From an optimization exercise on the open Yosys and OpenROAD flow, aimed at small area and a short achievable clock period; shortcuts taken in it are not production practice.
Function was checked by simulation only, so behaviour that the tests miss may differ from the original.
Power figures rest on the tool's default switching activity, not on a simulated workload.

<file path="design/flow/design.v">
package pipe_trace_pkg;
    localparam logic [1:0] ST_IDLE_ENC      = 2'd0;
    localparam logic [1:0] ST_ARMED_ENC     = 2'd1;
    localparam logic [1:0] ST_TRIGGERED_ENC = 2'd2;
    localparam logic [1:0] ST_DONE_ENC      = 2'd3;
    typedef enum logic [1:0] {
        ST_IDLE      = ST_IDLE_ENC,
        ST_ARMED     = ST_ARMED_ENC,
        ST_TRIGGERED = ST_TRIGGERED_ENC,
        ST_DONE      = ST_DONE_ENC
    } pipe_trace_state_e;
    function automatic int unsigned oldest_ptr(input int unsigned wr_ptr,
                                               input int unsigned count,
                                               input int unsigned depth);
        oldest_ptr = (wr_ptr - count) & (depth - 1);
    endfunction
endpackage
module trace_ram #(
    parameter int DEPTH = 16,
    parameter int W     = 160
) (
    input  logic                     clk,
    input  logic                     we_i,
    input  logic [$clog2(DEPTH)-1:0] waddr_i,
    input  logic [W-1:0]             wdata_i,
    input  logic [$clog2(DEPTH)-1:0] raddr_i,
    output logic [W-1:0]             rdata_o
);
    logic [W-1:0] mem_q [DEPTH];
    always_ff @(posedge clk) begin
        if (we_i) begin
            mem_q[waddr_i] <= wdata_i;
        end
    end
    assign rdata_o = mem_q[raddr_i];
endmodule
module pipe_trace_buffer #(
    parameter int NUM_CH    = 4,
    parameter int CH_W      = 32,
    parameter int PC_W      = 32,
    parameter int DEPTH     = 16,
    parameter int POST_TRIG = 4,
    parameter int TS_W      = 16
) (
    input  logic                       clk,
    input  logic                       rst_n,
    input  logic                       sample_en,
    input  logic [PC_W-1:0]            pc_in,
    input  logic [NUM_CH*CH_W-1:0]     ch_in,
    input  logic                       arm,
    input  logic                       trig_en,
    input  logic [PC_W-1:0]            trig_pc,
    output logic [1:0]                 state,
    output logic                       wrapped,
    output logic [$clog2(DEPTH+1)-1:0] count,
    output logic                       rd_valid,
    input  logic                       rd_ready,
    output logic [PC_W-1:0]            rd_pc,
    output logic [NUM_CH*CH_W-1:0]     rd_data
);
    localparam int PTR_W  = $clog2(DEPTH);
    localparam int CNT_W  = $clog2(DEPTH+1);
    localparam int DATA_W = NUM_CH*CH_W;
    localparam int ENTRY_W = PC_W + DATA_W;
    if ((DEPTH < 2) || ((DEPTH & (DEPTH - 1)) != 0) || (TS_W < 1)
        || (POST_TRIG < 0) || (POST_TRIG > DEPTH - 1)) begin : g_bad_params
        $error("pipe_trace_buffer: invalid DEPTH/POST_TRIG/TS_W");
    end
    pipe_trace_pkg::pipe_trace_state_e  state_q, state_d;
    logic [PTR_W-1:0]   wr_ptr_q, wr_ptr_d;
    logic [PTR_W-1:0]   rd_ptr_q, rd_ptr_d;
    logic [CNT_W-1:0]   count_q, count_d;
    logic               wrapped_q, wrapped_d;
    logic [PTR_W-1:0]   post_q, post_d;
    logic               we;
    logic               trig_hit;
    logic               rd_valid_w;
    logic [ENTRY_W-1:0] wdata, rdata;
    assign trig_hit   = trig_en && sample_en && (pc_in == trig_pc);
    assign rd_valid_w = (state_q == pipe_trace_pkg::ST_DONE) && (count_q != '0);
    always_comb begin
        state_d   = state_q;
        wr_ptr_d  = wr_ptr_q;
        rd_ptr_d  = rd_ptr_q;
        count_d   = count_q;
        wrapped_d = wrapped_q;
        post_d    = post_q;
        we        = 1'b0;
        if (arm) begin
            state_d   = pipe_trace_pkg::ST_ARMED;
            wr_ptr_d  = '0;
            rd_ptr_d  = '0;
            count_d   = '0;
            wrapped_d = 1'b0;
            post_d    = '0;
        end else begin
            if (((state_q == pipe_trace_pkg::ST_ARMED) || (state_q == pipe_trace_pkg::ST_TRIGGERED)) && sample_en) begin
                we       = 1'b1;
                wr_ptr_d = wr_ptr_q + PTR_W'(1);
                if (count_q == CNT_W'(DEPTH)) begin
                    wrapped_d = 1'b1;
                end else begin
                    count_d = count_q + CNT_W'(1);
                end
            end
            unique case (state_q)
                pipe_trace_pkg::ST_IDLE: ;
                pipe_trace_pkg::ST_ARMED: begin
                    if (trig_hit) begin
                        if (POST_TRIG == 0) begin
                            state_d  = pipe_trace_pkg::ST_DONE;
                            rd_ptr_d = PTR_W'(pipe_trace_pkg::oldest_ptr(32'(wr_ptr_d), 32'(count_d), DEPTH));
                        end else begin
                            state_d = pipe_trace_pkg::ST_TRIGGERED;
                            post_d  = PTR_W'(POST_TRIG);
                        end
                    end
                end
                pipe_trace_pkg::ST_TRIGGERED: begin
                    if (sample_en) begin
                        post_d = post_q - PTR_W'(1);
                        if (post_q == PTR_W'(1)) begin
                            state_d  = pipe_trace_pkg::ST_DONE;
                            rd_ptr_d = PTR_W'(pipe_trace_pkg::oldest_ptr(32'(wr_ptr_d), 32'(count_d), DEPTH));
                        end
                    end
                end
                pipe_trace_pkg::ST_DONE: begin
                    if (rd_valid_w && rd_ready) begin
                        rd_ptr_d = rd_ptr_q + PTR_W'(1);
                        count_d  = count_q - CNT_W'(1);
                    end
                end
                default: ;
            endcase
        end
    end
    always_ff @(posedge clk or negedge rst_n) begin
        if (!rst_n) begin
            state_q   <= pipe_trace_pkg::ST_IDLE;
            wr_ptr_q  <= '0;
            rd_ptr_q  <= '0;
            count_q   <= '0;
            wrapped_q <= 1'b0;
            post_q    <= '0;
        end else begin
            state_q   <= state_d;
            wr_ptr_q  <= wr_ptr_d;
            rd_ptr_q  <= rd_ptr_d;
            count_q   <= count_d;
            wrapped_q <= wrapped_d;
            post_q    <= post_d;
        end
    end
    assign wdata = {pc_in, ch_in};
    trace_ram #(
        .DEPTH (DEPTH),
        .W     (ENTRY_W)
    ) u_ram (
        .clk     (clk),
        .we_i    (we),
        .waddr_i (wr_ptr_q),
        .wdata_i (wdata),
        .raddr_i (rd_ptr_q),
        .rdata_o (rdata)
    );
    assign state    = state_q;
    assign wrapped  = wrapped_q;
    assign count    = count_q;
    assign rd_valid = rd_valid_w;
    assign rd_pc    = rdata[DATA_W +: PC_W];
    assign rd_data  = rdata[DATA_W-1:0];
endmodule
</file>
<file path="design/flow/run.sh">
#!/bin/bash
# synth_recipe.tcl (not shown) runs the flow's synth.tcl, then flattens the netlist and writes it again
# the make line also repeats each setting of config.mk as NAME=value (left out here)
make -C /OpenROAD-flow-scripts/flow DESIGN_CONFIG=/design/flow/config.mk WORK_HOME=/design/flow/orfs CLKGATE_MAP_FILE= SYNTH_SCRIPT=/design/flow/synth_recipe.tcl finish
</file>
<file path="design/flow/config.mk">
export PLATFORM = sky130hd
export DESIGN_NAME = pipe_trace_buffer
export DESIGN_NICKNAME = pipe_trace_buffer
export VERILOG_FILES = /design/flow/design.v
export SDC_FILE = /design/flow/constraint.sdc
export NUM_CORES = 4
export LEC_CHECK = 0
export CAP_MARGIN = 20
export CORE_MARGIN = 2
export CORE_UTILIZATION = 40
export SLEW_MARGIN = 20
</file>
<file path="design/flow/constraint.sdc">
create_clock -name core_clock -period 4.6 [get_ports {clk}]
set_input_delay 0.9200 -clock core_clock [delete_from_list [all_inputs] [get_ports {clk}]]
set_output_delay 0.9200 -clock core_clock [all_outputs]
set_load 0.01 [all_outputs]
</file>
==> run summary <==
Clocking
The clock input transition at the sequential cells of the worst setup and hold paths is 0.06 ns. CTS built an H-tree with a depth of 5. TritonCTS built the clock tree. The root buffer cell chosen for the clock tree is sky130_fd_sc_hd__clkbuf_16. The later pin in the worst-skew pair is clocked with a latency of between 0.9 and 1 ns. The hold-fix buffer count after cts is 0.

The tree built by TritonCTS fans out to 2580 sinks. The deepest clock path buffer count is 4. Buffers inserted during clock tree synthesis total 289.

Timing
The pin slew with the least headroom to its limit is 1.03 ns. The share of the cycle needed by the critical path after routing is a little over nine tenths. The number of hold violations in the final report is 0. Measured against its own limit, the worst slew margin works out to between 30% and 40%. The maximum achievable frequency is 0.221 GHz. The routed design could run at a clock period as short as 4.52 ns. The max-slew violation total from the final report is 0. The number of failing setup endpoints in the final timing report is 0. Setup repair after global routing could not meet its margin everywhere.

The setup skew after layout is between 0.05 and 0.06 ns. Adding up every negative setup slack in the final design gives 0 ns.

Worst hold path
The min-delay analysis places its worst path in the category primary input to async pin.

Synth
After synthesis the cells add up to slightly below 100000 sq um. The area fraction in and, or, nand and nor cells after synthesis is between 1 and 1.5%. The primary flip-flop cell chosen by synthesis mapping is sky130_fd_sc_hd__edfxtp_1.

The area fraction in compound gates after synthesis is 5.30%. The main combinational cell family by area after synthesis is multiplexers. For this run, asynchronously set or reset flops after synthesis account for less than 1%. The post-synthesis adder-cell area fraction is less than 1%. The number of flops mapped to enable cells by yosys is approximately 2600. The mean instance size in the synthesized netlist is ~20 sq um.

For this run, the number of Yosys warnings is 2. The gate count of the mapped netlist is 4982. The share of cell area taken by muxes after synthesis is between 10% and 20%. Summing the sequential cell areas from Yosys gives 77.8% of the chip area. The synthesis-stage register bit count is between 2000 and 3000. The count of different cell masters after synthesis is 54. The number of nets handed over by synthesis was ~5200. The xor-xnor portion of the synthesized cell area is less than 1%.

Routing
The final wirelength is between 200000 and 300000 um. The overall via count from detail_route is 51200. The per-cell routed wire length is between 20 and 30 um. In the routed layout, each cell is associated on average with a via count of 5.62.

The number of detailed-route iterations in the first pass is 6. For this block, the initial DRC count from the detailed router was between 4000 and 5000. The remaining antenna violation count after routing is 0.

The DRC violation count after routing is 0.

Placement
The count of input and output buffers is approximately 370. After legalization and detailed placement, the total HPWL measured between 100000 and 150000 um. The final RePlAce weighted congestion is approximately 0.74.

Setup path
The startpoint of the worst register-to-register path is state_q[0]. The number of cells on the worst reg-to-reg path is 6. The worst setup path is captured at an output pin. The worst register-to-register path has a setup slack of roughly 1.6 ns. Of all nets on the critical path, the largest fanout is ~80. The worst register-to-register path ends at u_ram.mem_q[2][27]. The critical path is of the register to output pin type. For the worst setup path, the data arrival time is ~3.6 ns. The worst setup path is launched from a register.

The data required time at the worst endpoint is ~3.7 ns.

Run status
The run finished with no timing, DRC or antenna violations.

Pwr
The analysis attributes to cell leakage a power of 37.6 nW. The net switching power figure is 17.3 mW. IR analysis of the VDD net gives a maximum drop of roughly 0.00045 V. Power comes to roughly 64 mW. For this design the ratio of total power to cell area is between 500 and 600 nW/um^2. Sequential cells burn a little over two fifths of the power.

The combinational share of power is between 20 and 25%. The proportion of power drawn by the clock network is 33.9%. Cell internal power was estimated by the tool at around 46 mW. The switching portion of total power is between 20 and 30%.

Finish
The share of post-route cells with drive strength above 1 is ~18%. At the end of the flow the core is filled with cells to approximately 48%. The final-layout fill cell count is ~20000. The growth of design area from synthesis to finish is 19.6%.

The net count reported at finish is 5807.

Global route
For this run the aggregate overflow at the end of global routing stands at 0. The via count of the first global-routing pass is about 52000. In the global route stage, overall resource usage came out at between 20% and 30%. The wire length of the first global-routing pass is approximately 370000 um. Entering global routing, the biggest net connects ~130 pins. The number of antenna violations at the first check in global routing was 45.

Floorplan
The floorplan has about 180 rows. From bottom edge to top edge, the die measures 503 um. The floorplan core area is between 200000 and 250000 sq um. The die is 503 um wide. The area enclosed by the die boundary is roughly 250000 sq um. For this configuration, the core starts out at a cell density of between 40 and 50%. The I/O pin count is between 300 and 400.

Job
The max-cap check violation count is 0.
==> cells by family after synthesis <==
family	after synthesis
flops	2580
mux	965
compound gates	832
buf+inv	288
simple gates	256
xor+xnor	43
fa+ha+maj	18
==> metrics by stage <==
stage          cells  cell area, sq um  setup WS [ns]  hold WS [ns]
2_1_floorplan   4982             99500          -1.58         0.491
3_3_place_gp    8595            109000          0.696         0.512
3_5_place_dp    8595            109000          0.672         0.535
4_1_cts         9105            118000        -0.0760         0.424
5_1_grt         9120            119000        -0.0259         0.490
6_report        9124            119000         0.0784         0.468
==> metal layers <==
metal	global-route usage, %	share of wire [%]	up-vias
met3	4.20	6.7	346
li1	-	-	21800
met1	27.3	42	27300
met2	33.3	49	1654
met5	0	0.096	-
met4	4.59	1.7	46
==> worst max-delay path by stage <==
stage,startpoint,to,slack (ns)
after floorplan,arm,u_ram.mem_q[10][0],-1.58
after global placement,rd_ptr_q[0],rd_data[115],0.70
after detailed placement,pc_in[26],state_q[0],0.67
after CTS,rd_ptr_q[0],rd_pc[21],-0.08
after global routing,rd_ptr_q[0],rd_data[115],-0.03
final,rd_ptr_q[1],rd_pc[20],0.08
==> power groups by stage <==
stage	clock, mW	combinational (mW)	sequential [mW]
2_1_floorplan	0	8.43	27.1
3_3_place_gp	0	14.6	27.1
3_5_place_dp	0	14.7	27.1
4_1_cts	21.9	15.5	26.6
5_1_grt	22.9	16.6	26.6
6_report	21.5	15.5	26.6
==> Yosys cell counts (all sizes together), types with 2 or more instances <==
cell,number,area (sq um)
edfxtp,2560,76900
mux2i,484,4840
o21ai,323,1620
mux4,320,7210
nand2,177,664
a21oi,167,836
mux2,161,1810
a221oi,160,1400
a22oi,160,1200
clkbuf,156,586
buf,119,597
nor2,37,139
xor2,23,201
dfrtp,20,500
xnor2,19,166
ha,17,213
inv,13,48.8
nor4,8,50.1
nand3,6,35.0
nand4,5,31.3
nor3,5,25.0
a211oi,4,30.0
o31ai,4,43.8
a21o,3,22.5
and2,3,21.3
or3,3,18.8
a31oi,2,12.5
and3,2,12.5
nand2b,2,12.5
nor2b,2,12.5
o31a,2,17.5
==> flip-flops by register name, indices dropped and copies added, names as in the netlist <==
| signal | count |
|---|---|
| wr_ptr_q | 4 |
| u_ram.mem_q | 2560 |
| wrapped_q | 1 |
| state_q | 2 |
| rd_ptr_q | 4 |
| count_q | 5 |
| post_q | 4 |
==> critical path, cell delays in order, from the launching register on <==
cell,delay [ns]
sky130_fd_sc_hd__dfrtp_4,0.55
sky130_fd_sc_hd__and2_4,0.23
sky130_fd_sc_hd__buf_12,0.25
sky130_fd_sc_hd__a221oi_1,0.72
sky130_fd_sc_hd__o21ai_0,0.16
sky130_fd_sc_hd__nand2_1,0.14
sky130_fd_sc_hd__clkdlybuf4s50_1,0.55
==> placed cells by master, fill, tap and decap left out, drive strengths merged, types with 18 or more instances in the layout <==
cell / count
a21oi: 167
a221oi: 160
a22oi: 160
buf: 210
bufinv: 18
clkbuf: 362
clkdlybuf4s50: 345
clkinv: 103
dfrtp: 20
edfxtp: 2560
inv: 19
mux2: 161
mux2i: 484
mux4: 320
nand2: 177
nor2: 37
o21ai: 323
xnor2: 19
xor2: 23
==> area by class of cell <==
class / instances / area (sq um) / area share [%]
inverter: 13 / 48.8 / 0.0410
sequential: 2580 / 77400 / 65.1
clock buffer: 355 / 7630 / 6.41
timing repair buffer: 593 / 7400 / 6.22
antenna: 8 / 20.0 / 0.0168
clock inverter: 131 / 1090 / 0.916
multi-input combinational: 2114 / 21200 / 17.8
tap: 3330 / 4170 / 3.50
==> what timing repair did <==
item / 4_1_cts / 5_1_grt
setup buffers: 8 / 4
resized for setup: 56 / 70
cloned: 16 / 7
endpoints found under the setup margin: 125 / 126
pin swaps: 2 / 7

==> port drivers added, routing unchanged <==
The flow's constraints put no driver on any port. The routed layout listed below was extracted and timed again, unchanged, in two steps.
Step 1 assumes that a clkbuf_16 drives the clock port and a buf_2 every other input.
Step 2, shift: input delay + t, output delay - t, t = (earliest + latest rising clock arrival at the registers) / 2. This alone moves slack from input paths to output paths.
a / b / c = ideal ports / drivers / drivers and shift; a / b = the first two.
shift t [ns]: 1.001
setup WS [ns]: 0.078 / -0.010 / 0.575
hold slack, ns: 0.468 / 0.410 / 0.545
clock arrival spread, ns: 0.101 / 0.102
pins driven straight from the clock port: 1
After both steps setup and hold are still met in this run. For this run, drivers alone change the setup slack by -0.088 ns; drivers and shift together by +0.497 ns.
